Background: an optimization exercise with open tools, aiming at small area. Do not read the settings as production practice.
The RTL was checked by simulation tests, not by an equivalence proof against the original design.

### flow/design.v
package nn_pkg;
    localparam int N_NEURONS = 4;
    localparam int N_INPUTS  = 4;
    localparam int DW        = 8;
    localparam int P_PER_NEURON = N_INPUTS + 2;
    localparam int P_BYTES      = N_NEURONS * P_PER_NEURON;
    typedef enum logic [1:0] {
        LOAD_X  = 2'd0,
        LOAD_P  = 2'd1,
        COMPUTE = 2'd2,
        DONE    = 2'd3
    } state_t;
endpackage
module nn_fa (
    input  logic a,
    input  logic b,
    input  logic c,
    output logic s,
    output logic co
);
    assign s  = a ^ b ^ c;
    assign co = (a & b) | (c & (a ^ b));
endmodule
module nn_ha (
    input  logic a,
    input  logic b,
    output logic s,
    output logic co
);
    assign s  = a ^ b;
    assign co = a & b;
endmodule
module nn_neuron (
    input  logic [31:0] xn_flat,
    input  logic [31:0] wn_flat,
    input  logic [7:0]  b,
    input  logic [7:0]  thn,
    output logic        fire
);
    logic [31:0] x_flat, w_flat;
    assign x_flat = ~xn_flat;
    assign w_flat = ~wn_flat;
    logic [3:0] hi;
    generate
        for (genvar gi = 0; gi < 4; gi++) begin : g_hi
            logic [7:1] wsuf;
            assign wsuf[7] = w_flat[gi*8+7];
            for (genvar k = 6; k >= 1; k--) begin : g_suf
                assign wsuf[k] = wsuf[k+1] | w_flat[gi*8+k];
            end
            assign hi[gi] = (x_flat[gi*8+1] & wsuf[7]) | (x_flat[gi*8+2] & wsuf[6])
                          | (x_flat[gi*8+3] & wsuf[5]) | (x_flat[gi*8+4] & wsuf[4])
                          | (x_flat[gi*8+5] & wsuf[3]) | (x_flat[gi*8+6] & wsuf[2])
                          | (x_flat[gi*8+7] & wsuf[1]);
        end
    endgenerate
    logic pp1, pp2, pp3, pp4, pp5, pp6, pp7, pp8, pp9, pp10, pp11, pp12;
    logic pp13, pp14, pp15, pp16, pp17, pp18, pp19, pp20, pp21, pp22, pp23, pp24;
    logic pp25, pp26, pp27, pp28, pp29, pp30, pp31, pp32, pp33, pp34, pp35, pp36;
    logic pp37, pp38, pp39, pp40, pp41, pp42, pp43, pp44, pp45, pp46, pp47, pp48;
    logic pp49, pp50, pp51, pp52, pp53, pp54, pp55, pp56, pp57, pp58, pp59, pp60;
    logic pp61, pp62, pp63, pp64, pp65, pp66, pp67, pp68, pp69, pp70, pp71, pp72;
    logic pp73, pp74, pp75, pp76, pp77, pp78, pp79, pp80, pp81, pp82, pp83, pp84;
    logic pp85, pp86, pp87, pp88, pp89, pp90, pp91, pp92, pp93, pp94, pp95, pp96;
    logic pp97, pp98, pp99, pp100, pp101, pp102, pp103, pp104, pp105, pp106, pp107, pp108;
    logic pp109, pp110, pp111, pp112, pp113, pp114, pp115, pp116, pp117, pp118, pp119, pp120;
    logic pp121, pp122, pp123, pp124, pp125, pp126, pp127, pp128, pp129, pp130, pp131, pp132;
    logic pp133, pp134, pp135, pp136, pp137, pp138, pp139, pp140, pp141, pp142, pp143, pp144;
    logic c146, s145, c148, s147, c150, c152, s151, c154, s153, c156, s155, c158;
    logic s157, c160, s159, c162, c164, s163, c166, s165, c168, s167, c170, s169;
    logic c172, s171, c174, s173, c176, s175, c178, s177, c180, s179, c182, c184;
    logic s183, c186, s185, c188, s187, c190, s189, c192, s191, c194, s193, c196;
    logic s195, c198, s197, c200, s199, c202, s201, c204, s203, c206, s205, c208;
    logic s207, c210, c212, s211, c214, s213, c216, s215, c218, s217, c220, s219;
    logic c222, s221, c224, s223, c226, s225, c228, s227, c230, s229, c232, s231;
    logic c234, s233, c236, s235, c238, s237, c240, s239, c242, s241, c244, s243;
    logic c246, c248, s247, c250, s249, c252, s251, c254, s253, c256, s255, c258;
    logic s257, c260, s259, c262, s261, c264, s263, c266, s265, c268, s267, c270;
    logic s269, c272, s271, c274, s273, c276, s275, c278, s277, c280, s279, c282;
    logic s281, c284, s283, c286, s285, c288, s287, c290, c292, s291, c294, s293;
    logic c296, s295, c298, s297, c300, s299, c302, s301, c304, s303, c306, s305;
    logic c308, s307, c310, s309, c312, s311, c314, s313, c316, s315, c318, s317;
    logic c320, s319, c322, s321, c324, s323, c326, s325, c328, s327, c330, s329;
    logic c332, s331, c334, s333, c336, s335, c338, s337, c340, s339, c342, c344;
    logic s343, c346, s345, c348, s347, c350, s349, c352, s351, c354, s353, c356;
    logic s355, c358, s357, c360, s359, c362, s361, c364, s363, c366, s365, c368;
    logic s367, c370, s369, c372, s371, c374, s373, c376, s375, c378, s377, c380;
    logic s379, c382, s381, c384, s383, c386, s385, c388, s387, c390, s389, c392;
    logic s391, c394, s393, c396, s395, c398, s397, c400, s399, c402;
    assign pp1 = ~(xn_flat[0] | wn_flat[0]);
    assign pp2 = ~(xn_flat[1] | wn_flat[0]);
    assign pp3 = ~(xn_flat[2] | wn_flat[0]);
    assign pp4 = ~(xn_flat[3] | wn_flat[0]);
    assign pp5 = ~(xn_flat[4] | wn_flat[0]);
    assign pp6 = ~(xn_flat[5] | wn_flat[0]);
    assign pp7 = ~(xn_flat[6] | wn_flat[0]);
    assign pp8 = ~(xn_flat[7] | wn_flat[0]);
    assign pp9 = ~(xn_flat[0] | wn_flat[1]);
    assign pp10 = ~(xn_flat[1] | wn_flat[1]);
    assign pp11 = ~(xn_flat[2] | wn_flat[1]);
    assign pp12 = ~(xn_flat[3] | wn_flat[1]);
    assign pp13 = ~(xn_flat[4] | wn_flat[1]);
    assign pp14 = ~(xn_flat[5] | wn_flat[1]);
    assign pp15 = ~(xn_flat[6] | wn_flat[1]);
    assign pp16 = ~(xn_flat[0] | wn_flat[2]);
    assign pp17 = ~(xn_flat[1] | wn_flat[2]);
    assign pp18 = ~(xn_flat[2] | wn_flat[2]);
    assign pp19 = ~(xn_flat[3] | wn_flat[2]);
    assign pp20 = ~(xn_flat[4] | wn_flat[2]);
    assign pp21 = ~(xn_flat[5] | wn_flat[2]);
    assign pp22 = ~(xn_flat[0] | wn_flat[3]);
    assign pp23 = ~(xn_flat[1] | wn_flat[3]);
    assign pp24 = ~(xn_flat[2] | wn_flat[3]);
    assign pp25 = ~(xn_flat[3] | wn_flat[3]);
    assign pp26 = ~(xn_flat[4] | wn_flat[3]);
    assign pp27 = ~(xn_flat[0] | wn_flat[4]);
    assign pp28 = ~(xn_flat[1] | wn_flat[4]);
    assign pp29 = ~(xn_flat[2] | wn_flat[4]);
    assign pp30 = ~(xn_flat[3] | wn_flat[4]);
    assign pp31 = ~(xn_flat[0] | wn_flat[5]);
    assign pp32 = ~(xn_flat[1] | wn_flat[5]);
    assign pp33 = ~(xn_flat[2] | wn_flat[5]);
    assign pp34 = ~(xn_flat[0] | wn_flat[6]);
    assign pp35 = ~(xn_flat[1] | wn_flat[6]);
    assign pp36 = ~(xn_flat[0] | wn_flat[7]);
    assign pp37 = ~(xn_flat[8] | wn_flat[8]);
    assign pp38 = ~(xn_flat[9] | wn_flat[8]);
    assign pp39 = ~(xn_flat[10] | wn_flat[8]);
    assign pp40 = ~(xn_flat[11] | wn_flat[8]);
    assign pp41 = ~(xn_flat[12] | wn_flat[8]);
    assign pp42 = ~(xn_flat[13] | wn_flat[8]);
    assign pp43 = ~(xn_flat[14] | wn_flat[8]);
    assign pp44 = ~(xn_flat[15] | wn_flat[8]);
    assign pp45 = ~(xn_flat[8] | wn_flat[9]);
    assign pp46 = ~(xn_flat[9] | wn_flat[9]);
    assign pp47 = ~(xn_flat[10] | wn_flat[9]);
    assign pp48 = ~(xn_flat[11] | wn_flat[9]);
    assign pp49 = ~(xn_flat[12] | wn_flat[9]);
    assign pp50 = ~(xn_flat[13] | wn_flat[9]);
    assign pp51 = ~(xn_flat[14] | wn_flat[9]);
    assign pp52 = ~(xn_flat[8] | wn_flat[10]);
    assign pp53 = ~(xn_flat[9] | wn_flat[10]);
    assign pp54 = ~(xn_flat[10] | wn_flat[10]);
    assign pp55 = ~(xn_flat[11] | wn_flat[10]);
    assign pp56 = ~(xn_flat[12] | wn_flat[10]);
    assign pp57 = ~(xn_flat[13] | wn_flat[10]);
    assign pp58 = ~(xn_flat[8] | wn_flat[11]);
    assign pp59 = ~(xn_flat[9] | wn_flat[11]);
    assign pp60 = ~(xn_flat[10] | wn_flat[11]);
    assign pp61 = ~(xn_flat[11] | wn_flat[11]);
    assign pp62 = ~(xn_flat[12] | wn_flat[11]);
    assign pp63 = ~(xn_flat[8] | wn_flat[12]);
    assign pp64 = ~(xn_flat[9] | wn_flat[12]);
    assign pp65 = ~(xn_flat[10] | wn_flat[12]);
    assign pp66 = ~(xn_flat[11] | wn_flat[12]);
    assign pp67 = ~(xn_flat[8] | wn_flat[13]);
    assign pp68 = ~(xn_flat[9] | wn_flat[13]);
    assign pp69 = ~(xn_flat[10] | wn_flat[13]);
    assign pp70 = ~(xn_flat[8] | wn_flat[14]);
    assign pp71 = ~(xn_flat[9] | wn_flat[14]);
    assign pp72 = ~(xn_flat[8] | wn_flat[15]);
    assign pp73 = ~(xn_flat[16] | wn_flat[16]);
    assign pp74 = ~(xn_flat[17] | wn_flat[16]);
    assign pp75 = ~(xn_flat[18] | wn_flat[16]);
    assign pp76 = ~(xn_flat[19] | wn_flat[16]);
    assign pp77 = ~(xn_flat[20] | wn_flat[16]);
    assign pp78 = ~(xn_flat[21] | wn_flat[16]);
    assign pp79 = ~(xn_flat[22] | wn_flat[16]);
    assign pp80 = ~(xn_flat[23] | wn_flat[16]);
    assign pp81 = ~(xn_flat[16] | wn_flat[17]);
    assign pp82 = ~(xn_flat[17] | wn_flat[17]);
    assign pp83 = ~(xn_flat[18] | wn_flat[17]);
    assign pp84 = ~(xn_flat[19] | wn_flat[17]);
    assign pp85 = ~(xn_flat[20] | wn_flat[17]);
    assign pp86 = ~(xn_flat[21] | wn_flat[17]);
    assign pp87 = ~(xn_flat[22] | wn_flat[17]);
    assign pp88 = ~(xn_flat[16] | wn_flat[18]);
    assign pp89 = ~(xn_flat[17] | wn_flat[18]);
    assign pp90 = ~(xn_flat[18] | wn_flat[18]);
    assign pp91 = ~(xn_flat[19] | wn_flat[18]);
    assign pp92 = ~(xn_flat[20] | wn_flat[18]);
    assign pp93 = ~(xn_flat[21] | wn_flat[18]);
    assign pp94 = ~(xn_flat[16] | wn_flat[19]);
    assign pp95 = ~(xn_flat[17] | wn_flat[19]);
    assign pp96 = ~(xn_flat[18] | wn_flat[19]);
    assign pp97 = ~(xn_flat[19] | wn_flat[19]);
    assign pp98 = ~(xn_flat[20] | wn_flat[19]);
    assign pp99 = ~(xn_flat[16] | wn_flat[20]);
    assign pp100 = ~(xn_flat[17] | wn_flat[20]);
    assign pp101 = ~(xn_flat[18] | wn_flat[20]);
    assign pp102 = ~(xn_flat[19] | wn_flat[20]);
    assign pp103 = ~(xn_flat[16] | wn_flat[21]);
    assign pp104 = ~(xn_flat[17] | wn_flat[21]);
    assign pp105 = ~(xn_flat[18] | wn_flat[21]);
    assign pp106 = ~(xn_flat[16] | wn_flat[22]);
    assign pp107 = ~(xn_flat[17] | wn_flat[22]);
    assign pp108 = ~(xn_flat[16] | wn_flat[23]);
    assign pp109 = ~(xn_flat[24] | wn_flat[24]);
    assign pp110 = ~(xn_flat[25] | wn_flat[24]);
    assign pp111 = ~(xn_flat[26] | wn_flat[24]);
    assign pp112 = ~(xn_flat[27] | wn_flat[24]);
    assign pp113 = ~(xn_flat[28] | wn_flat[24]);
    assign pp114 = ~(xn_flat[29] | wn_flat[24]);
    assign pp115 = ~(xn_flat[30] | wn_flat[24]);
    assign pp116 = ~(xn_flat[31] | wn_flat[24]);
    assign pp117 = ~(xn_flat[24] | wn_flat[25]);
    assign pp118 = ~(xn_flat[25] | wn_flat[25]);
    assign pp119 = ~(xn_flat[26] | wn_flat[25]);
    assign pp120 = ~(xn_flat[27] | wn_flat[25]);
    assign pp121 = ~(xn_flat[28] | wn_flat[25]);
    assign pp122 = ~(xn_flat[29] | wn_flat[25]);
    assign pp123 = ~(xn_flat[30] | wn_flat[25]);
    assign pp124 = ~(xn_flat[24] | wn_flat[26]);
    assign pp125 = ~(xn_flat[25] | wn_flat[26]);
    assign pp126 = ~(xn_flat[26] | wn_flat[26]);
    assign pp127 = ~(xn_flat[27] | wn_flat[26]);
    assign pp128 = ~(xn_flat[28] | wn_flat[26]);
    assign pp129 = ~(xn_flat[29] | wn_flat[26]);
    assign pp130 = ~(xn_flat[24] | wn_flat[27]);
    assign pp131 = ~(xn_flat[25] | wn_flat[27]);
    assign pp132 = ~(xn_flat[26] | wn_flat[27]);
    assign pp133 = ~(xn_flat[27] | wn_flat[27]);
    assign pp134 = ~(xn_flat[28] | wn_flat[27]);
    assign pp135 = ~(xn_flat[24] | wn_flat[28]);
    assign pp136 = ~(xn_flat[25] | wn_flat[28]);
    assign pp137 = ~(xn_flat[26] | wn_flat[28]);
    assign pp138 = ~(xn_flat[27] | wn_flat[28]);
    assign pp139 = ~(xn_flat[24] | wn_flat[29]);
    assign pp140 = ~(xn_flat[25] | wn_flat[29]);
    assign pp141 = ~(xn_flat[26] | wn_flat[29]);
    assign pp142 = ~(xn_flat[24] | wn_flat[30]);
    assign pp143 = ~(xn_flat[25] | wn_flat[30]);
    assign pp144 = ~(xn_flat[24] | wn_flat[31]);
    nn_fa u_s145 (.a(pp1), .b(pp37), .c(pp73), .s(s145), .co(c146));
    nn_fa u_s147 (.a(pp109), .b(b[0]), .c(thn[0]), .s(s147), .co(c148));
    assign c150 = s145 & s147;
    nn_fa u_s151 (.a(pp2), .b(pp9), .c(pp38), .s(s151), .co(c152));
    nn_fa u_s153 (.a(pp45), .b(pp74), .c(pp81), .s(s153), .co(c154));
    nn_fa u_s155 (.a(pp110), .b(pp117), .c(b[1]), .s(s155), .co(c156));
    nn_fa u_s157 (.a(thn[1]), .b(c146), .c(c148), .s(s157), .co(c158));
    nn_fa u_s159 (.a(s151), .b(s153), .c(s155), .s(s159), .co(c160));
    assign c162 = (c150 & s157) | (c150 & s159) | (s157 & s159);
    nn_fa u_s163 (.a(pp3), .b(pp10), .c(pp16), .s(s163), .co(c164));
    nn_fa u_s165 (.a(pp39), .b(pp46), .c(pp52), .s(s165), .co(c166));
    nn_fa u_s167 (.a(pp75), .b(pp82), .c(pp88), .s(s167), .co(c168));
    nn_fa u_s169 (.a(pp111), .b(pp118), .c(pp124), .s(s169), .co(c170));
    nn_fa u_s171 (.a(b[2]), .b(thn[2]), .c(c152), .s(s171), .co(c172));
    nn_fa u_s173 (.a(c154), .b(c156), .c(s163), .s(s173), .co(c174));
    nn_fa u_s175 (.a(s165), .b(s167), .c(s169), .s(s175), .co(c176));
    nn_fa u_s177 (.a(c158), .b(c160), .c(s171), .s(s177), .co(c178));
    nn_fa u_s179 (.a(s173), .b(s175), .c(c162), .s(s179), .co(c180));
    assign c182 = s177 & s179;
    nn_fa u_s183 (.a(pp4), .b(pp11), .c(pp17), .s(s183), .co(c184));
    nn_fa u_s185 (.a(pp22), .b(pp40), .c(pp47), .s(s185), .co(c186));
    nn_fa u_s187 (.a(pp53), .b(pp58), .c(pp76), .s(s187), .co(c188));
    nn_fa u_s189 (.a(pp83), .b(pp89), .c(pp94), .s(s189), .co(c190));
    nn_fa u_s191 (.a(pp112), .b(pp119), .c(pp125), .s(s191), .co(c192));
    nn_fa u_s193 (.a(pp130), .b(b[3]), .c(thn[3]), .s(s193), .co(c194));
    nn_fa u_s195 (.a(c164), .b(c166), .c(c168), .s(s195), .co(c196));
    nn_fa u_s197 (.a(c170), .b(s183), .c(s185), .s(s197), .co(c198));
    nn_fa u_s199 (.a(s187), .b(s189), .c(s191), .s(s199), .co(c200));
    nn_fa u_s201 (.a(s193), .b(c172), .c(c174), .s(s201), .co(c202));
    nn_fa u_s203 (.a(c176), .b(s195), .c(s197), .s(s203), .co(c204));
    nn_fa u_s205 (.a(s199), .b(c178), .c(s201), .s(s205), .co(c206));
    nn_fa u_s207 (.a(s203), .b(c180), .c(s205), .s(s207), .co(c208));
    assign c210 = c182 & s207;
    nn_fa u_s211 (.a(pp5), .b(pp12), .c(pp18), .s(s211), .co(c212));
    nn_fa u_s213 (.a(pp23), .b(pp27), .c(pp41), .s(s213), .co(c214));
    nn_fa u_s215 (.a(pp48), .b(pp54), .c(pp59), .s(s215), .co(c216));
    nn_fa u_s217 (.a(pp63), .b(pp77), .c(pp84), .s(s217), .co(c218));
    nn_fa u_s219 (.a(pp90), .b(pp95), .c(pp99), .s(s219), .co(c220));
    nn_fa u_s221 (.a(pp113), .b(pp120), .c(pp126), .s(s221), .co(c222));
    nn_fa u_s223 (.a(pp131), .b(pp135), .c(b[4]), .s(s223), .co(c224));
    nn_fa u_s225 (.a(thn[4]), .b(c184), .c(c186), .s(s225), .co(c226));
    nn_fa u_s227 (.a(c188), .b(c190), .c(c192), .s(s227), .co(c228));
    nn_fa u_s229 (.a(c194), .b(s211), .c(s213), .s(s229), .co(c230));
    nn_fa u_s231 (.a(s215), .b(s217), .c(s219), .s(s231), .co(c232));
    nn_fa u_s233 (.a(s221), .b(s223), .c(c196), .s(s233), .co(c234));
    nn_fa u_s235 (.a(c198), .b(c200), .c(s225), .s(s235), .co(c236));
    nn_fa u_s237 (.a(s227), .b(s229), .c(s231), .s(s237), .co(c238));
    nn_fa u_s239 (.a(c202), .b(c204), .c(s233), .s(s239), .co(c240));
    nn_fa u_s241 (.a(s235), .b(s237), .c(c206), .s(s241), .co(c242));
    nn_fa u_s243 (.a(s239), .b(c208), .c(s241), .s(s243), .co(c244));
    assign c246 = c210 & s243;
    nn_fa u_s247 (.a(pp6), .b(pp13), .c(pp19), .s(s247), .co(c248));
    nn_fa u_s249 (.a(pp24), .b(pp28), .c(pp31), .s(s249), .co(c250));
    nn_fa u_s251 (.a(pp42), .b(pp49), .c(pp55), .s(s251), .co(c252));
    nn_fa u_s253 (.a(pp60), .b(pp64), .c(pp67), .s(s253), .co(c254));
    nn_fa u_s255 (.a(pp78), .b(pp85), .c(pp91), .s(s255), .co(c256));
    nn_fa u_s257 (.a(pp96), .b(pp100), .c(pp103), .s(s257), .co(c258));
    nn_fa u_s259 (.a(pp114), .b(pp121), .c(pp127), .s(s259), .co(c260));
    nn_fa u_s261 (.a(pp132), .b(pp136), .c(pp139), .s(s261), .co(c262));
    nn_fa u_s263 (.a(b[5]), .b(thn[5]), .c(c212), .s(s263), .co(c264));
    nn_fa u_s265 (.a(c214), .b(c216), .c(c218), .s(s265), .co(c266));
    nn_fa u_s267 (.a(c220), .b(c222), .c(c224), .s(s267), .co(c268));
    nn_fa u_s269 (.a(s247), .b(s249), .c(s251), .s(s269), .co(c270));
    nn_fa u_s271 (.a(s253), .b(s255), .c(s257), .s(s271), .co(c272));
    nn_fa u_s273 (.a(s259), .b(s261), .c(c226), .s(s273), .co(c274));
    nn_fa u_s275 (.a(c228), .b(c230), .c(c232), .s(s275), .co(c276));
    nn_fa u_s277 (.a(s263), .b(s265), .c(s267), .s(s277), .co(c278));
    nn_fa u_s279 (.a(s269), .b(s271), .c(c234), .s(s279), .co(c280));
    nn_fa u_s281 (.a(c236), .b(c238), .c(s273), .s(s281), .co(c282));
    nn_fa u_s283 (.a(s275), .b(s277), .c(c240), .s(s283), .co(c284));
    nn_fa u_s285 (.a(s279), .b(s281), .c(c242), .s(s285), .co(c286));
    nn_fa u_s287 (.a(s283), .b(c244), .c(s285), .s(s287), .co(c288));
    assign c290 = c246 & s287;
    nn_fa u_s291 (.a(pp7), .b(pp14), .c(pp20), .s(s291), .co(c292));
    nn_fa u_s293 (.a(pp25), .b(pp29), .c(pp32), .s(s293), .co(c294));
    nn_fa u_s295 (.a(pp34), .b(pp43), .c(pp50), .s(s295), .co(c296));
    nn_fa u_s297 (.a(pp56), .b(pp61), .c(pp65), .s(s297), .co(c298));
    nn_fa u_s299 (.a(pp68), .b(pp70), .c(pp79), .s(s299), .co(c300));
    nn_fa u_s301 (.a(pp86), .b(pp92), .c(pp97), .s(s301), .co(c302));
    nn_fa u_s303 (.a(pp101), .b(pp104), .c(pp106), .s(s303), .co(c304));
    nn_fa u_s305 (.a(pp115), .b(pp122), .c(pp128), .s(s305), .co(c306));
    nn_fa u_s307 (.a(pp133), .b(pp137), .c(pp140), .s(s307), .co(c308));
    nn_fa u_s309 (.a(pp142), .b(b[6]), .c(thn[6]), .s(s309), .co(c310));
    nn_fa u_s311 (.a(c248), .b(c250), .c(c252), .s(s311), .co(c312));
    nn_fa u_s313 (.a(c254), .b(c256), .c(c258), .s(s313), .co(c314));
    nn_fa u_s315 (.a(c260), .b(c262), .c(s291), .s(s315), .co(c316));
    nn_fa u_s317 (.a(s293), .b(s295), .c(s297), .s(s317), .co(c318));
    nn_fa u_s319 (.a(s299), .b(s301), .c(s303), .s(s319), .co(c320));
    nn_fa u_s321 (.a(s305), .b(s307), .c(s309), .s(s321), .co(c322));
    nn_fa u_s323 (.a(c264), .b(c266), .c(c268), .s(s323), .co(c324));
    nn_fa u_s325 (.a(c270), .b(c272), .c(s311), .s(s325), .co(c326));
    nn_fa u_s327 (.a(s313), .b(s315), .c(s317), .s(s327), .co(c328));
    nn_fa u_s329 (.a(s319), .b(s321), .c(c274), .s(s329), .co(c330));
    nn_fa u_s331 (.a(c276), .b(c278), .c(s323), .s(s331), .co(c332));
    nn_fa u_s333 (.a(s325), .b(s327), .c(c280), .s(s333), .co(c334));
    nn_fa u_s335 (.a(c282), .b(s329), .c(s331), .s(s335), .co(c336));
    nn_fa u_s337 (.a(c284), .b(s333), .c(s335), .s(s337), .co(c338));
    nn_fa u_s339 (.a(c286), .b(s337), .c(c288), .s(s339), .co(c340));
    assign c342 = c290 & s339;
    nn_fa u_s343 (.a(pp8), .b(pp15), .c(pp21), .s(s343), .co(c344));
    nn_fa u_s345 (.a(pp26), .b(pp30), .c(pp33), .s(s345), .co(c346));
    nn_fa u_s347 (.a(pp35), .b(pp36), .c(pp44), .s(s347), .co(c348));
    nn_fa u_s349 (.a(pp51), .b(pp57), .c(pp62), .s(s349), .co(c350));
    nn_fa u_s351 (.a(pp66), .b(pp69), .c(pp71), .s(s351), .co(c352));
    nn_fa u_s353 (.a(pp72), .b(pp80), .c(pp87), .s(s353), .co(c354));
    nn_fa u_s355 (.a(pp93), .b(pp98), .c(pp102), .s(s355), .co(c356));
    nn_fa u_s357 (.a(pp105), .b(pp107), .c(pp108), .s(s357), .co(c358));
    nn_fa u_s359 (.a(pp116), .b(pp123), .c(pp129), .s(s359), .co(c360));
    nn_fa u_s361 (.a(pp134), .b(pp138), .c(pp141), .s(s361), .co(c362));
    nn_fa u_s363 (.a(pp143), .b(pp144), .c(b[7]), .s(s363), .co(c364));
    nn_fa u_s365 (.a(thn[7]), .b(c292), .c(c294), .s(s365), .co(c366));
    nn_fa u_s367 (.a(c296), .b(c298), .c(c300), .s(s367), .co(c368));
    nn_fa u_s369 (.a(c302), .b(c304), .c(c306), .s(s369), .co(c370));
    nn_fa u_s371 (.a(c308), .b(c310), .c(s343), .s(s371), .co(c372));
    nn_fa u_s373 (.a(s345), .b(s347), .c(s349), .s(s373), .co(c374));
    nn_fa u_s375 (.a(s351), .b(s353), .c(s355), .s(s375), .co(c376));
    nn_fa u_s377 (.a(s357), .b(s359), .c(s361), .s(s377), .co(c378));
    nn_fa u_s379 (.a(s363), .b(c312), .c(c314), .s(s379), .co(c380));
    nn_fa u_s381 (.a(c316), .b(c318), .c(c320), .s(s381), .co(c382));
    nn_fa u_s383 (.a(c322), .b(s365), .c(s367), .s(s383), .co(c384));
    nn_fa u_s385 (.a(s369), .b(s371), .c(s373), .s(s385), .co(c386));
    nn_fa u_s387 (.a(s375), .b(s377), .c(c324), .s(s387), .co(c388));
    nn_fa u_s389 (.a(c326), .b(c328), .c(s379), .s(s389), .co(c390));
    nn_fa u_s391 (.a(s381), .b(s383), .c(s385), .s(s391), .co(c392));
    nn_fa u_s393 (.a(c330), .b(c332), .c(s387), .s(s393), .co(c394));
    nn_fa u_s395 (.a(s389), .b(s391), .c(c334), .s(s395), .co(c396));
    nn_fa u_s397 (.a(c336), .b(s393), .c(c338), .s(s397), .co(c398));
    nn_fa u_s399 (.a(s395), .b(s397), .c(c340), .s(s399), .co(c400));
    assign c402 = c342 & s399;
    assign fire = (|hi) | c344 | c346 | c348 | c350 | c352 | c354 | c356 | c358 | c360 | c362 | c364 | c366 | c368 | c370 | c372 | c374 | c376 | c378 | c380 | c382 | c384 | c386 | c388 | c390 | c392 | c394 | c396 | c398 | c400 | c402;
endmodule
module nn_half (
    input  logic [15:0] xn_flat,
    input  logic [15:0] wn_flat,
    input  logic [7:0]  e1,
    input  logic [7:0]  e2,
    output logic [7:0]  s,
    output logic        ge
);
    logic [15:0] x_flat, w_flat;
    assign x_flat = ~xn_flat;
    assign w_flat = ~wn_flat;
    logic [1:0] hi;
    generate
        for (genvar gi = 0; gi < 2; gi++) begin : g_hi
            logic [7:1] wsuf;
            assign wsuf[7] = w_flat[gi*8+7];
            for (genvar k = 6; k >= 1; k--) begin : g_suf
                assign wsuf[k] = wsuf[k+1] | w_flat[gi*8+k];
            end
            assign hi[gi] = (x_flat[gi*8+1] & wsuf[7]) | (x_flat[gi*8+2] & wsuf[6])
                          | (x_flat[gi*8+3] & wsuf[5]) | (x_flat[gi*8+4] & wsuf[4])
                          | (x_flat[gi*8+5] & wsuf[3]) | (x_flat[gi*8+6] & wsuf[2])
                          | (x_flat[gi*8+7] & wsuf[1]);
        end
    endgenerate
    logic pp1, pp2, pp3, pp4, pp5, pp6, pp7, pp8, pp9, pp10, pp11, pp12;
    logic pp13, pp14, pp15, pp16, pp17, pp18, pp19, pp20, pp21, pp22, pp23, pp24;
    logic pp25, pp26, pp27, pp28, pp29, pp30, pp31, pp32, pp33, pp34, pp35, pp36;
    logic pp37, pp38, pp39, pp40, pp41, pp42, pp43, pp44, pp45, pp46, pp47, pp48;
    logic pp49, pp50, pp51, pp52, pp53, pp54, pp55, pp56, pp57, pp58, pp59, pp60;
    logic pp61, pp62, pp63, pp64, pp65, pp66, pp67, pp68, pp69, pp70, pp71, pp72;
    logic c74, s73, c76, s75, c78, s77, c80, s79, c82, s81, c84, s83;
    logic c86, s85, c88, s87, c90, s89, c92, s91, c94, s93, c96, s95;
    logic c98, s97, c100, s99, c102, s101, c104, s103, c106, s105, c108, s107;
    logic c110, s109, c112, s111, c114, s113, c116, s115, c118, s117, c120, s119;
    logic c122, s121, c124, s123, c126, s125, c128, s127, c130, s129, c132, s131;
    logic c134, s133, c136, s135, c138, s137, c140, s139, c142, s141, c144, s143;
    logic c146, s145, c148, s147, c150, s149, c152, s151, c154, s153, c156, s155;
    logic c158, s157, c160, s159, c162, s161, c164, s163, c166, s165, c168, s167;
    logic c170, s169, c172, s171, c174, s173, c176, s175, c178, s177, c180, s179;
    logic c182, s181, c184, s183, c186, s185, c188, s187, c190, s189, c192, s191;
    logic c194, s193, c196, s195, c198, s197, c200, s199, c202, s201, c204, s203;
    logic c206, s205, c208, s207, c210, s209, c212, s211, c214, s213, c216, s215;
    assign pp1 = ~(xn_flat[0] | wn_flat[0]);
    assign pp2 = ~(xn_flat[1] | wn_flat[0]);
    assign pp3 = ~(xn_flat[2] | wn_flat[0]);
    assign pp4 = ~(xn_flat[3] | wn_flat[0]);
    assign pp5 = ~(xn_flat[4] | wn_flat[0]);
    assign pp6 = ~(xn_flat[5] | wn_flat[0]);
    assign pp7 = ~(xn_flat[6] | wn_flat[0]);
    assign pp8 = ~(xn_flat[7] | wn_flat[0]);
    assign pp9 = ~(xn_flat[0] | wn_flat[1]);
    assign pp10 = ~(xn_flat[1] | wn_flat[1]);
    assign pp11 = ~(xn_flat[2] | wn_flat[1]);
    assign pp12 = ~(xn_flat[3] | wn_flat[1]);
    assign pp13 = ~(xn_flat[4] | wn_flat[1]);
    assign pp14 = ~(xn_flat[5] | wn_flat[1]);
    assign pp15 = ~(xn_flat[6] | wn_flat[1]);
    assign pp16 = ~(xn_flat[0] | wn_flat[2]);
    assign pp17 = ~(xn_flat[1] | wn_flat[2]);
    assign pp18 = ~(xn_flat[2] | wn_flat[2]);
    assign pp19 = ~(xn_flat[3] | wn_flat[2]);
    assign pp20 = ~(xn_flat[4] | wn_flat[2]);
    assign pp21 = ~(xn_flat[5] | wn_flat[2]);
    assign pp22 = ~(xn_flat[0] | wn_flat[3]);
    assign pp23 = ~(xn_flat[1] | wn_flat[3]);
    assign pp24 = ~(xn_flat[2] | wn_flat[3]);
    assign pp25 = ~(xn_flat[3] | wn_flat[3]);
    assign pp26 = ~(xn_flat[4] | wn_flat[3]);
    assign pp27 = ~(xn_flat[0] | wn_flat[4]);
    assign pp28 = ~(xn_flat[1] | wn_flat[4]);
    assign pp29 = ~(xn_flat[2] | wn_flat[4]);
    assign pp30 = ~(xn_flat[3] | wn_flat[4]);
    assign pp31 = ~(xn_flat[0] | wn_flat[5]);
    assign pp32 = ~(xn_flat[1] | wn_flat[5]);
    assign pp33 = ~(xn_flat[2] | wn_flat[5]);
    assign pp34 = ~(xn_flat[0] | wn_flat[6]);
    assign pp35 = ~(xn_flat[1] | wn_flat[6]);
    assign pp36 = ~(xn_flat[0] | wn_flat[7]);
    assign pp37 = ~(xn_flat[8] | wn_flat[8]);
    assign pp38 = ~(xn_flat[9] | wn_flat[8]);
    assign pp39 = ~(xn_flat[10] | wn_flat[8]);
    assign pp40 = ~(xn_flat[11] | wn_flat[8]);
    assign pp41 = ~(xn_flat[12] | wn_flat[8]);
    assign pp42 = ~(xn_flat[13] | wn_flat[8]);
    assign pp43 = ~(xn_flat[14] | wn_flat[8]);
    assign pp44 = ~(xn_flat[15] | wn_flat[8]);
    assign pp45 = ~(xn_flat[8] | wn_flat[9]);
    assign pp46 = ~(xn_flat[9] | wn_flat[9]);
    assign pp47 = ~(xn_flat[10] | wn_flat[9]);
    assign pp48 = ~(xn_flat[11] | wn_flat[9]);
    assign pp49 = ~(xn_flat[12] | wn_flat[9]);
    assign pp50 = ~(xn_flat[13] | wn_flat[9]);
    assign pp51 = ~(xn_flat[14] | wn_flat[9]);
    assign pp52 = ~(xn_flat[8] | wn_flat[10]);
    assign pp53 = ~(xn_flat[9] | wn_flat[10]);
    assign pp54 = ~(xn_flat[10] | wn_flat[10]);
    assign pp55 = ~(xn_flat[11] | wn_flat[10]);
    assign pp56 = ~(xn_flat[12] | wn_flat[10]);
    assign pp57 = ~(xn_flat[13] | wn_flat[10]);
    assign pp58 = ~(xn_flat[8] | wn_flat[11]);
    assign pp59 = ~(xn_flat[9] | wn_flat[11]);
    assign pp60 = ~(xn_flat[10] | wn_flat[11]);
    assign pp61 = ~(xn_flat[11] | wn_flat[11]);
    assign pp62 = ~(xn_flat[12] | wn_flat[11]);
    assign pp63 = ~(xn_flat[8] | wn_flat[12]);
    assign pp64 = ~(xn_flat[9] | wn_flat[12]);
    assign pp65 = ~(xn_flat[10] | wn_flat[12]);
    assign pp66 = ~(xn_flat[11] | wn_flat[12]);
    assign pp67 = ~(xn_flat[8] | wn_flat[13]);
    assign pp68 = ~(xn_flat[9] | wn_flat[13]);
    assign pp69 = ~(xn_flat[10] | wn_flat[13]);
    assign pp70 = ~(xn_flat[8] | wn_flat[14]);
    assign pp71 = ~(xn_flat[9] | wn_flat[14]);
    assign pp72 = ~(xn_flat[8] | wn_flat[15]);
    nn_fa u_s73 (.a(pp1), .b(pp37), .c(e1[0]), .s(s73), .co(c74));
    nn_ha u_s75 (.a(e2[0]), .b(s73), .s(s75), .co(c76));
    nn_fa u_s77 (.a(pp2), .b(pp9), .c(pp38), .s(s77), .co(c78));
    nn_fa u_s79 (.a(pp45), .b(e1[1]), .c(e2[1]), .s(s79), .co(c80));
    nn_fa u_s81 (.a(c74), .b(s77), .c(s79), .s(s81), .co(c82));
    nn_ha u_s83 (.a(c76), .b(s81), .s(s83), .co(c84));
    nn_fa u_s85 (.a(pp3), .b(pp10), .c(pp16), .s(s85), .co(c86));
    nn_fa u_s87 (.a(pp39), .b(pp46), .c(pp52), .s(s87), .co(c88));
    nn_fa u_s89 (.a(e1[2]), .b(e2[2]), .c(c78), .s(s89), .co(c90));
    nn_fa u_s91 (.a(c80), .b(s85), .c(s87), .s(s91), .co(c92));
    nn_fa u_s93 (.a(c82), .b(s89), .c(s91), .s(s93), .co(c94));
    nn_ha u_s95 (.a(c84), .b(s93), .s(s95), .co(c96));
    nn_fa u_s97 (.a(pp4), .b(pp11), .c(pp17), .s(s97), .co(c98));
    nn_fa u_s99 (.a(pp22), .b(pp40), .c(pp47), .s(s99), .co(c100));
    nn_fa u_s101 (.a(pp53), .b(pp58), .c(e1[3]), .s(s101), .co(c102));
    nn_fa u_s103 (.a(e2[3]), .b(c86), .c(c88), .s(s103), .co(c104));
    nn_fa u_s105 (.a(s97), .b(s99), .c(s101), .s(s105), .co(c106));
    nn_fa u_s107 (.a(c90), .b(c92), .c(s103), .s(s107), .co(c108));
    nn_fa u_s109 (.a(s105), .b(c94), .c(s107), .s(s109), .co(c110));
    nn_ha u_s111 (.a(c96), .b(s109), .s(s111), .co(c112));
    nn_fa u_s113 (.a(pp5), .b(pp12), .c(pp18), .s(s113), .co(c114));
    nn_fa u_s115 (.a(pp23), .b(pp27), .c(pp41), .s(s115), .co(c116));
    nn_fa u_s117 (.a(pp48), .b(pp54), .c(pp59), .s(s117), .co(c118));
    nn_fa u_s119 (.a(pp63), .b(e1[4]), .c(e2[4]), .s(s119), .co(c120));
    nn_fa u_s121 (.a(c98), .b(c100), .c(c102), .s(s121), .co(c122));
    nn_fa u_s123 (.a(s113), .b(s115), .c(s117), .s(s123), .co(c124));
    nn_fa u_s125 (.a(s119), .b(c104), .c(c106), .s(s125), .co(c126));
    nn_fa u_s127 (.a(s121), .b(s123), .c(c108), .s(s127), .co(c128));
    nn_fa u_s129 (.a(s125), .b(c110), .c(s127), .s(s129), .co(c130));
    nn_ha u_s131 (.a(c112), .b(s129), .s(s131), .co(c132));
    nn_fa u_s133 (.a(pp6), .b(pp13), .c(pp19), .s(s133), .co(c134));
    nn_fa u_s135 (.a(pp24), .b(pp28), .c(pp31), .s(s135), .co(c136));
    nn_fa u_s137 (.a(pp42), .b(pp49), .c(pp55), .s(s137), .co(c138));
    nn_fa u_s139 (.a(pp60), .b(pp64), .c(pp67), .s(s139), .co(c140));
    nn_fa u_s141 (.a(e1[5]), .b(e2[5]), .c(c114), .s(s141), .co(c142));
    nn_fa u_s143 (.a(c116), .b(c118), .c(c120), .s(s143), .co(c144));
    nn_fa u_s145 (.a(s133), .b(s135), .c(s137), .s(s145), .co(c146));
    nn_fa u_s147 (.a(s139), .b(c122), .c(c124), .s(s147), .co(c148));
    nn_fa u_s149 (.a(s141), .b(s143), .c(s145), .s(s149), .co(c150));
    nn_fa u_s151 (.a(c126), .b(s147), .c(s149), .s(s151), .co(c152));
    nn_fa u_s153 (.a(c128), .b(s151), .c(c130), .s(s153), .co(c154));
    nn_ha u_s155 (.a(c132), .b(s153), .s(s155), .co(c156));
    nn_fa u_s157 (.a(pp7), .b(pp14), .c(pp20), .s(s157), .co(c158));
    nn_fa u_s159 (.a(pp25), .b(pp29), .c(pp32), .s(s159), .co(c160));
    nn_fa u_s161 (.a(pp34), .b(pp43), .c(pp50), .s(s161), .co(c162));
    nn_fa u_s163 (.a(pp56), .b(pp61), .c(pp65), .s(s163), .co(c164));
    nn_fa u_s165 (.a(pp68), .b(pp70), .c(e1[6]), .s(s165), .co(c166));
    nn_fa u_s167 (.a(e2[6]), .b(c134), .c(c136), .s(s167), .co(c168));
    nn_fa u_s169 (.a(c138), .b(c140), .c(s157), .s(s169), .co(c170));
    nn_fa u_s171 (.a(s159), .b(s161), .c(s163), .s(s171), .co(c172));
    nn_fa u_s173 (.a(s165), .b(c142), .c(c144), .s(s173), .co(c174));
    nn_fa u_s175 (.a(c146), .b(s167), .c(s169), .s(s175), .co(c176));
    nn_fa u_s177 (.a(s171), .b(c148), .c(c150), .s(s177), .co(c178));
    nn_fa u_s179 (.a(s173), .b(s175), .c(c152), .s(s179), .co(c180));
    nn_fa u_s181 (.a(s177), .b(s179), .c(c154), .s(s181), .co(c182));
    nn_ha u_s183 (.a(c156), .b(s181), .s(s183), .co(c184));
    nn_fa u_s185 (.a(pp8), .b(pp15), .c(pp21), .s(s185), .co(c186));
    nn_fa u_s187 (.a(pp26), .b(pp30), .c(pp33), .s(s187), .co(c188));
    nn_fa u_s189 (.a(pp35), .b(pp36), .c(pp44), .s(s189), .co(c190));
    nn_fa u_s191 (.a(pp51), .b(pp57), .c(pp62), .s(s191), .co(c192));
    nn_fa u_s193 (.a(pp66), .b(pp69), .c(pp71), .s(s193), .co(c194));
    nn_fa u_s195 (.a(pp72), .b(e1[7]), .c(e2[7]), .s(s195), .co(c196));
    nn_fa u_s197 (.a(c158), .b(c160), .c(c162), .s(s197), .co(c198));
    nn_fa u_s199 (.a(c164), .b(c166), .c(s185), .s(s199), .co(c200));
    nn_fa u_s201 (.a(s187), .b(s189), .c(s191), .s(s201), .co(c202));
    nn_fa u_s203 (.a(s193), .b(s195), .c(c168), .s(s203), .co(c204));
    nn_fa u_s205 (.a(c170), .b(c172), .c(s197), .s(s205), .co(c206));
    nn_fa u_s207 (.a(s199), .b(s201), .c(c174), .s(s207), .co(c208));
    nn_fa u_s209 (.a(c176), .b(s203), .c(s205), .s(s209), .co(c210));
    nn_fa u_s211 (.a(c178), .b(s207), .c(s209), .s(s211), .co(c212));
    nn_fa u_s213 (.a(c180), .b(s211), .c(c182), .s(s213), .co(c214));
    nn_ha u_s215 (.a(c184), .b(s213), .s(s215), .co(c216));
    assign s  = {s215, s183, s155, s131, s111, s95, s83, s75};
    assign ge = (|hi) | c186 | c188 | c190 | c192 | c194 | c196 | c198 | c200 | c202 | c204 | c206 | c208 | c210 | c212 | c214 | c216;
endmodule
module neural_network (
    input  logic        clk,
    input  logic        reset,
    input  logic        changes,
    input  logic [7:0]  data_in,
    output logic [7:0]  network_outputs
);
    nn_pkg::state_t state_reg;
    logic           changes_q_reg;
    logic [31:0]    xn_sr_reg;      
    logic [191:0]   p_sr_reg;
    logic [2:0]     x_cnt_reg;
    logic [4:0]     p_cnt_reg;
    logic           f3_q_reg;
    logic           f1_q_reg;
    logic [8:0]     h_q_reg;
    logic [3:0]     out_reg;
    logic chg_rise, in_p, in_c, shift_x, shift_p;
    assign chg_rise = changes & ~changes_q_reg;
    assign in_p     = (state_reg == nn_pkg::LOAD_P);
    assign in_c     = (state_reg == nn_pkg::COMPUTE);
    assign shift_x  = (state_reg == nn_pkg::LOAD_X) & ~changes;
    assign shift_p  = in_p & ~changes;
    function automatic logic gt_const(input logic [4:0] c, input int k);
        gt_const = 1'b0;
        for (int b = 0; b < 5; b++)
            gt_const = ((k >> b) & 1) ? (c[b] & gt_const) : (c[b] | gt_const);
    endfunction
    logic [23:0] p_ok;
    logic [3:0]  x_ok;
    generate
        for (genvar k = 0; k < 24; k++) begin : g_pok
            assign p_ok[k] = gt_const(p_cnt_reg, k);
        end
        for (genvar k = 0; k < 4; k++) begin : g_xok
            assign x_ok[k] = gt_const({2'b00, x_cnt_reg}, k);
        end
    endgenerate
    function automatic logic [7:0] lane(input int k);
        lane = p_sr_reg[k*8 +: 8];
    endfunction
    logic sa, sb, sc;
    assign sa = in_p & ~changes;
    assign sb = in_p &  changes;
    assign sc = in_c;
    logic [31:0] f_wn;
    logic [7:0]  f_b, f_th;
    logic        f_fire;
    generate
        for (genvar i = 0; i < 4; i++) begin : g_fw
            logic ma, mb, mc;
            assign ma = sa & x_ok[i] & p_ok[17+i];
            assign mb = sb & x_ok[i] & p_ok[6+i];
            assign mc = sc & x_ok[i] & p_ok[12+i];
            assign f_wn[i*8 +: 8] = ~((lane(17+i) & {8{ma}}) | (lane(6+i) & {8{mb}})
                                    | (lane(12+i) & {8{mc}}));
        end
    endgenerate
    assign f_b  = (lane(21) & {8{sa & p_ok[21]}}) | (lane(10) & {8{sb & p_ok[10]}})
                | (lane(16) & {8{sc & p_ok[16]}});
    assign f_th = (lane(22) & {8{sa & p_ok[22]}}) | (lane(11) & {8{sb & p_ok[11]}})
                | (lane(17) & {8{sc & p_ok[17]}});
    nn_neuron u_f (
        .xn_flat (xn_sr_reg),
        .wn_flat (f_wn),
        .b       (f_b),
        .thn     (~f_th),
        .fire   (f_fire)
    );
    logic [15:0] h_xn, h_wn;
    logic [7:0]  h_e1, h_e2, h_s;
    logic        h_ge;
    generate
        for (genvar i = 0; i < 2; i++) begin : g_hw
            logic m0, m1;
            assign m0 = ~in_c & x_ok[i]   & p_ok[i];
            assign m1 =  in_c & x_ok[i+2] & p_ok[i+2];
            assign h_wn[i*8 +: 8] = ~((lane(i) & {8{m0}}) | (lane(i+2) & {8{m1}}));
            assign h_xn[i*8 +: 8] = in_c ? xn_sr_reg[(i+2)*8 +: 8] : xn_sr_reg[i*8 +: 8];
        end
    endgenerate
    assign h_e1 = in_c ? h_q_reg[7:0] : (lane(4) & {8{p_ok[4]}});
    assign h_e2 = in_c ? 8'h00 : ~(lane(5) & {8{p_ok[5]}});
    nn_half u_h (
        .xn_flat (h_xn),
        .wn_flat (h_wn),
        .e1     (h_e1),
        .e2     (h_e2),
        .s      (h_s),
        .ge     (h_ge)
    );
    assign network_outputs = {4'b0000, out_reg};
    always_ff @(posedge clk) begin
        if (shift_x)
            xn_sr_reg <= {xn_sr_reg[23:0], ~data_in};
        if (shift_p) begin
            p_sr_reg <= {p_sr_reg[183:0], data_in};
            f3_q_reg <= f_fire;
        end
        f1_q_reg <= f_fire;
        h_q_reg  <= {h_ge, h_s};
    end
    always_ff @(posedge clk or posedge reset) begin
        if (reset) begin
            state_reg     <= nn_pkg::LOAD_X;
            changes_q_reg <= 1'b0;
            x_cnt_reg     <= '0;
            p_cnt_reg     <= '0;
            out_reg       <= '0;
        end else begin
            changes_q_reg <= changes;
            if (shift_x && x_cnt_reg != 3'd4)
                x_cnt_reg <= x_cnt_reg + 3'd1;
            if (shift_p && p_cnt_reg != 5'd24)
                p_cnt_reg <= p_cnt_reg + 5'd1;
            case (state_reg)
                nn_pkg::LOAD_X:  if (chg_rise) state_reg <= nn_pkg::LOAD_P;
                nn_pkg::LOAD_P:  if (chg_rise) state_reg <= nn_pkg::COMPUTE;
                nn_pkg::COMPUTE: begin
                    out_reg   <= {f3_q_reg, f_fire, f1_q_reg, h_q_reg[8] | h_ge};
                    state_reg <= nn_pkg::DONE;
                end
                default:         if (chg_rise) state_reg <= nn_pkg::LOAD_X;
            endcase
        end
    end
endmodule
### flow/run.sh
#!/bin/bash
# synth_recipe.tcl (not shown) runs the flow's synth.tcl, then flattens the netlist and writes it again
# the make line also repeats each setting of config.mk as NAME=value (left out here)
make -C /OpenROAD-flow-scripts/flow DESIGN_CONFIG=/design/flow/config.mk WORK_HOME=/design/flow/orfs CLKGATE_MAP_FILE= SYNTH_SCRIPT=/design/flow/synth_recipe.tcl finish
### flow/config.mk
export PLATFORM = sky130hd
export DESIGN_NAME = neural_network
export DESIGN_NICKNAME = neural_network
export VERILOG_FILES = /design/flow/design.v
export SDC_FILE = /design/flow/constraint.sdc
export NUM_CORES = 4
export LEC_CHECK = 0
export CAP_MARGIN = 20
export CORE_MARGIN = 2
export CORE_UTILIZATION = 40
export CTS_BUF_LIST = sky130_fd_sc_hd__clkbuf_8
export CTS_CLUSTER_DIAMETER = 60
export CTS_CLUSTER_SIZE = 16
export SLEW_MARGIN = 20
export SYNTH_HIERARCHICAL = 1
### flow/constraint.sdc
create_clock -name core_clock -period 10.0 [get_ports {clk}]
set_input_delay 2.0000 -clock core_clock [delete_from_list [all_inputs] [get_ports {clk}]]
set_output_delay 2.0000 -clock core_clock [all_outputs]
set_load 0.01 [all_outputs]
==> results of run 1 <==
modules after synthesis (local to each module, per instance):
module,flops+latches,copies in the design,area [um^2]
nn_fa,0,185,20.0
nn_half,0,1,531
nn_ha,0,8,12.5
neural_network,242,1,8870
nn_neuron,0,1,961
per-stage QoR:
stage | utilization (%) | std cells | hold WS, ps | area, um^2 | setup slack [ps]
CTS | 44.8 | 1510 | 453 | 15600 | 1130
global placement | 43.3 | 1464 | 422 | 15000 | 592
floorplan | - | 996 | 418 | 14200 | 1760
finish | 44.8 | 1510 | 449 | 15600 | 1130
global route | 44.8 | 1510 | 458 | 15600 | 848
detailed placement | 43.3 | 1464 | 431 | 15000 | 494
layer usage:
layer / vias up / part of all wire, % / track usage, %
met5: - / 0 / 0
met4: 0 / 3.9 / 7.66
met3: 83 / 6.7 / 2.72
met2: 375 / 49 / 37.2
met1: 4505 / 40 / 29.4
li1: 3699 / - / -
final cells by class:
class                           count  area [um^2]
Fill cell                        3131        19100
Sequential cell                   242         7090
Multi-Input combinational cell    684         6780
Tap cell                          455          569
Timing Repair Buffer               61          493
Clock buffer                       25          344
Clock inverter                     21          210
Inverter                           22         82.6
placed cells by master (no fill, tap or decap), types with 4 or more instances in the layout:
cell and instances:
a211oi_2 5, a21oi_1 27, a221o_1 8, a222oi_1 40, a22o_1 8, a22oi_1 17
a31oi_1 9, and3_1 4, and4_1 4, buf_4 47, clkbuf_8 25, clkdlybuf4s50_1 14
conb_1 4, dfrtp_1 15, dfxtp_1 10, edfxtp_1 217, fa_1 185, ha_1 18
inv_1 25, inv_6 6, mux2_2 22, nand2_1 13, nand4_1 8, nor2_1 235
nor3b_1 8, nor4_1 11, o21ai_0 6, or4_1 5, xnor2_1 4
worst max-delay path, delay by kind of cell:
family          cells  cell delay [ps]
compound gates      3             1000
fa+ha+maj           9             3870
buf+inv             1              490
mux                 1              320
simple gates        6             1640
worst max-delay path by stage:
stage                     cells after the start    start                     end  slack (ps)
after global placement                       21  changes  out_reg[2]$_DFFE_PP0P_         590
after detailed placement                     20  changes  out_reg[2]$_DFFE_PP0P_         490
after floorplan                              20  changes  out_reg[2]$_DFFE_PP0P_        1760
after CTS                                    20  changes  out_reg[2]$_DFFE_PP0P_        1130
after global routing                         20  changes  out_reg[2]$_DFFE_PP0P_         850
final                                        20  changes  out_reg[2]$_DFFE_PP0P_        1130
kinds of logic (layout without fill, tap and decap cells):
group	after synthesis	after routing	synth area share [%]
simple gates	311	311	9.71
flops	242	242	50.1
fa+ha+maj	204	204	27.8
compound gates	138	138	8.02
buf+inv	70	129	2.29
mux	23	23	1.82
xor+xnor	4	4	0.247
other cells	1	4	0.0265
==> impl_metrics.env, run 1 <==
export IMPL_worstPathMaxFanout=7
export IMPL_synthArstFlopShare_pct=6.20
export IMPL_cp_end_kind="register"
export IMPL_slowest_stage="a211oi_2"
export IMPL_fin_crit_ps=8870
export IMPL_gp_congestion=1.04
export IMPL_synth_cell_types=56
export IMPL_r2r_end="out_reg[0]$_DFFE_PP0P_"
export IMPL_detail_route_wl_per_cell_um=25.5
export IMPL_holdCritPathClass="reg -> reg"
export IMPL_hpwlAfterDp_mm=29.4
export IMPL_synth_edf_count=217
export IMPL_r2r_worst_path_cells=20
export IMPL_reg2reg_slack_ps=1640
export IMPL_final_setup_tns_ps=0
export IMPL_ys_top_cells_by_area="edfxtp_1 (46%), fa_1 (26%), nor2_1 (6.2%), a222oi_1 (2.8%), dfrtp_1 (2.6%)"
export IMPL_cts_sinks=242
export IMPL_min_to="p_sr_reg[153]$_DFFE_PN_"
export IMPL_fin_crit_sh_pct=88.7
export IMPL_cts_resized=0
export IMPL_numPortBuffers=14
export IMPL_ys_ff_latch=242
export IMPL_grt_overflow=0
export IMPL_worstPathCellList="clkdlybuf4s50_1, nand3b_2, a211oi_2, a222oi_1, nor2_1, fa_1, fa_1, fa_1, fa_1, fa_1, fa_1, fa_1, fa_1, fa_1, nand4_1, o22ai_1, or4_1, nor4_1, nand4_1, mux2_2"
export IMPL_clk_latency_ps=580
export IMPL_yosysSeqAreaShare_pct=50.1
export IMPL_crit_top_cell="fa_1"
export IMPL_die_w_um=192
export IMPL_core_um2=34700
export IMPL_rr_startpoint="p_cnt_reg[1]$_DFFE_PP0P_"
export IMPL_cp_data_arrival_time_ps=9340
export IMPL_antenna_found_initial=0
export IMPL_setup_viol=0
export IMPL_synth_most_common_cell="nor2_1"
export IMPL_die_h_um=192
export IMPL_start_util_pct=40.8
export IMPL_cts_htree_levels=1
export IMPL_critPathRequiredTime_ps=10470
export IMPL_row_count=68
export IMPL_grt_pass1_wl_mm=58.7
export IMPL_grt_max_degree=81
export IMPL_hold_path_cell_count=0
export IMPL_post_cts_buffers=0
export IMPL_grt_setup_unrepaired="no"
export IMPL_cts_tree="yes"
export IMPL_n_antenna_cell=0
export IMPL_vias=8662
export IMPL_dr_pass1_iters=8
export IMPL_routed_wl_mm=38.6
export IMPL_finalClockSkew_ps=40.6
export IMPL_worstSetupStartpointType="input pin"
export IMPL_hold_viol_final=0
export IMPL_cts_made_buffers=25
export IMPL_status="finished clean"
export IMPL_synth_top_cell_area_share_pct=46.0
export IMPL_worstSetupPathType="in -> reg"
export IMPL_hold_start="p_sr_reg[145]$_DFFE_PN_"
export IMPL_ios=19
export IMPL_hold_buffers=0
export IMPL_path_clk_slew_ps=110
export IMPL_avgSynthCellArea_um2=14.3
export IMPL_ys_warn_count=7
export IMPL_worstMarginPinSlew_ps=1180
export IMPL_slew_violations=0
export IMPL_drc=0
export IMPL_drv_max_cap_violation_count=0
export IMPL_final_layout_size_suffix_gt1_share_pct=12.6
export IMPL_cts_root_buf="clkbuf_8"
export IMPL_grt_pass1_vias=9432
export IMPL_area_growth_pct=9.91
export IMPL_fmax_mhz=113
export IMPL_nets=1251
export IMPL_grt_use_total_pct=22.0
export IMPL_largest_reg_flops=184
export IMPL_ant_nets=0
export IMPL_netlist_instances=993
export IMPL_vias_per_cell=5.74
export IMPL_ys_top_cells_by_count="nor2_1 (235), edfxtp_1 (217), fa_1 (185), a222oi_1 (40), a21oi_1 (27)"
export IMPL_synth_area_leader_cell="edfxtp_1"
export IMPL_first_iter_violations=942
export IMPL_syn_cell_area_um2=14200
export IMPL_slew_headroom_pct=21.1
export IMPL_clock_path_buffers=3
export IMPL_synth_flop_cell="edfxtp_1"
export IMPL_die_area_um2=36900
export IMPL_slowest_delay_ps=630
==> inputs of run 2 (changes only) <==
--- a/flow/config.mk
+++ b/flow/config.mk
@@ -13,2 +13,3 @@
 export CTS_CLUSTER_SIZE = 16
+export GPL_TIMING_DRIVEN = 0
 export SLEW_MARGIN = 20
==> run 2 against run 1 <==
Largest cell class unchanged. Maximum frequency fell by 9.0%. Sequential share of layout area fell by 0.28 points. Still clean on timing, DRC and antenna. Via count rose by 1.2%. Utilization rose by 0.27 points. Clock-buffer cell count fell by 1. Critical path type unchanged. Final area rose by 0.61%. Highest routed layer unchanged.
==> impl_metrics.env, run 2 <==
export IMPL_cp_end_kind="register"
export IMPL_synth_cell_types=56
export IMPL_clock_path_buffers=3
export IMPL_ios=19
export IMPL_setup_viol=0
export IMPL_n_antenna_cell=0
export IMPL_status="finished clean"
export IMPL_grt_pass1_wl_mm=56.9
export IMPL_place_ws_ps=-519
export IMPL_postPlaceCellArea_um2=15100
export IMPL_synthArstFlopShare_pct=6.20
export IMPL_grt_max_degree=30
export IMPL_largest_reg_flops=184
export IMPL_hold_start="p_sr_reg[10]$_DFFE_PN_"
export IMPL_reg2reg_slack_ps=1140
export IMPL_critPathRequiredTime_ps=10440
export IMPL_dp_cells=1483
export IMPL_final_layout_size_suffix_gt1_share_pct=11.7
export IMPL_worstSetupPathType="in -> reg"
export IMPL_die_w_um=192
export IMPL_slew_headroom_pct=15.4
export IMPL_grt_setup_unrepaired="no"
export IMPL_synth_flop_cell="edfxtp_1"
export IMPL_hold_viol_final=0
export IMPL_first_iter_violations=1042
export IMPL_nets=1272
export IMPL_fmax_mhz=103
export IMPL_holdWs_ps=445
export IMPL_path_clk_slew_ps=90
export IMPL_worstPathCellList="clkdlybuf4s50_1, o211ai_2, buf_2, nor2_2, a222oi_1, clkbuf_1, nor2_1, fa_1, fa_1, fa_1, fa_1, fa_1, fa_1, fa_1, fa_1, fa_1, nand4_1, o22ai_1, or4_1, nor4_1, nand4_1, mux2_2"
export IMPL_slowest_delay_ps=600
export IMPL_detail_route_wl_per_cell_um=24.4
export IMPL_netlist_instances=993
export IMPL_slowest_stage="clkdlybuf4s50_1"
export IMPL_finalClockSkew_ps=24.9
export IMPL_slew_violations=0
export IMPL_ys_ff_latch=242
export IMPL_clk_latency_ps=560
export IMPL_ys_top_cells_by_area="edfxtp_1 (46%), fa_1 (26%), nor2_1 (6.2%), a222oi_1 (2.8%), dfrtp_1 (2.6%)"
export IMPL_die_h_um=192
export IMPL_worstMarginPinSlew_ps=1270
export IMPL_fin_crit_ps=9740
export IMPL_core_um2=34700
export IMPL_worstSetupStartpointType="input pin"
export IMPL_syn_cell_area_um2=14200
export IMPL_crit_top_cell="fa_1"
export IMPL_synth_most_common_cell="nor2_1"
export IMPL_synth_top_cell_area_share_pct=46.0
export IMPL_design_area_um2=15700
export IMPL_grt_use_total_pct=21.1
export IMPL_layout_common_cells="nor2_1 (234), edfxtp_1 (217), fa_1 (185)"
export IMPL_vias=8764
export IMPL_cts_root_buf="clkbuf_8"
export IMPL_grt_overflow=0
export IMPL_grt_pass1_vias=9444
export IMPL_crit_path_start="changes"
export IMPL_fill_cells=3132
export IMPL_ant_nets=0
export IMPL_row_count=68
export IMPL_cp_data_arrival_time_ps=10180
export IMPL_vias_per_cell=5.74
export IMPL_synth_edf_count=217
export IMPL_worstPathMaxFanout=10
export IMPL_drv_max_cap_violation_count=0
export IMPL_drc=0
export IMPL_hold_buffers=0
export IMPL_start_util_pct=40.8
export IMPL_dr_pass1_iters=5
export IMPL_yosysSeqAreaShare_pct=50.1
export IMPL_cts_htree_levels=1
export IMPL_rr_startpoint="p_cnt_reg[2]$_DFFE_PP0P_"
export IMPL_cts_sinks=242
export IMPL_cts_tree="yes"
export IMPL_layout_commonest_cell="nor2_1"
export IMPL_gp_congestion=0.991
export IMPL_routed_wl_mm=37.3
export IMPL_setup_slack_ps=260
export IMPL_fin_crit_sh_pct=97.4
export IMPL_synth_area_leader_cell="edfxtp_1"
export IMPL_numPortBuffers=14
export IMPL_stdcell_count=1527
export IMPL_hpwlAfterDp_mm=28.1
export IMPL_avgSynthCellArea_um2=14.3
export IMPL_ys_top_cells_by_count="nor2_1 (235), edfxtp_1 (217), fa_1 (185), a222oi_1 (40), a21oi_1 (27)"
export IMPL_die_area_um2=36900
export IMPL_cts_made_buffers=24
export IMPL_ys_warn_count=7
export IMPL_holdCritPathClass="reg -> reg"
export IMPL_antenna_found_initial=0
export IMPL_area_growth_pct=10.6
-- run 2: modules after synthesis, one instance, submodules excluded --
| module | flops+latches | cells | times used |
|---|---|---|---|
| neural_network | 242 | 465 | 1 |
| nn_neuron | 0 | 221 | 1 |
| nn_half | 0 | 114 | 1 |
| nn_fa | 0 | 1 | 185 |
| nn_ha | 0 | 1 | 8 |
-- run 2: logic make-up (layout without fill, tap and decap cells) --
kind of cell | Yosys count | in the layout | synth area share [%]
AND/OR/NAND/NOR | 311 | 311 | 9.71
adder cells (fa/ha/maj) | 204 | 204 | 27.8
multiplexers | 23 | 23 | 1.82
XOR/XNOR | 4 | 4 | 0.247
flip-flops | 242 | 242 | 50.1
buffers and inverters | 70 | 146 | 2.29
other | 1 | 4 | 0.0265
AO/OA/AOI/OAI | 138 | 138 | 8.02
-- run 2: per-stage QoR --
step                      setup TNS, ps  utilization, %
final                                 0            45.1
after global routing                  0            45.1
after CTS                             0            45.0
after detailed placement          -1170            43.6
after global placement            -2600            42.9
after floorplan                       0               -
-- run 2: cell type report --
cell class	instances	area [um^2]	area share, %
well taps	455	569	3.63
clock buffers	24	330	2.11
repair buffers	35	400	2.56
plain buffers	48	243	1.55
inverters	22	82.6	0.527
flip-flops and latches	242	7090	45.3
multi-input cells	684	6810	43.4
clock inverters	17	141	0.903
-- run 2: layer usage --
metal | part of all wire (%) | global-route usage [%] | vias to the layer above
met4 | 3.6 | 7.43 | 0
met3 | 7.8 | 3.86 | 101
li1 | - | - | 3735
met1 | 39 | 27.3 | 4529
met5 | 0 | 0 | -
met2 | 49 | 35.6 | 399
-- run 2: repair_timing --
| item | in CTS | in global routing |
|---|---|---|
| buffers inserted | 0 | 2 |
| endpoints found under the setup margin | 0 | 3 |
| resized for setup | 0 | 7 |
-- run 2: critical path: cells and delay by family --
family / cells / cell delay [ps]
simple gates: 6 / 1570
buf+inv: 3 / 1480
fa+ha+maj: 9 / 3970
mux: 1 / 360
compound gates: 3 / 800
-- run 2: final timing paths --
check	endpoint	cells after the start
max reg2reg	out_reg[0]$_DFFE_PP0P_	23
max in group asynchronous	p_cnt_reg[2]$_DFFE_PP0P_	2
min reg2reg	p_sr_reg[18]$_DFFE_PN_	0
max	out_reg[2]$_DFFE_PP0P_	22
min in group asynchronous	changes_q_reg$_DFF_PP0_	2
min	p_sr_reg[18]$_DFFE_PN_	0

==> separate check: timing with driven ports <==
In the flow no input, the clock included, has a driving cell. The finished layouts below were timed again as built, in two steps. Step 1 (the two cells are an assumption about what drives the block):
set clk [get_ports {clk}]
set_driving_cell -lib_cell sky130_fd_sc_hd__clkbuf_16 $clk
set_driving_cell -lib_cell sky130_fd_sc_hd__buf_2 [delete_from_list [all_inputs] $clk]
Step 2 times the ports against the registers' clock, not the clock port: input delays grow and output delays shrink by t, the midpoint of the rising clock arrivals with the driver on. Slacks: ideal / step 1 / step 2; pairs: ideal / step 1.
run	t (ns)	setup WS [ns]	worst data-port slew with drivers (ns)	cell pins on the clock port's net
run 1	0.603	1.132 / 1.155 / 0.553	0.05	1
run 2	0.591	0.260 / 0.282 / -0.309	0.05	1
With both steps, setup timing fails in run 2, where it was met with ideal ports. The setup slack of run 1, which loses most, moves by +0.023 ns with the drivers and by -0.579 ns with both steps.
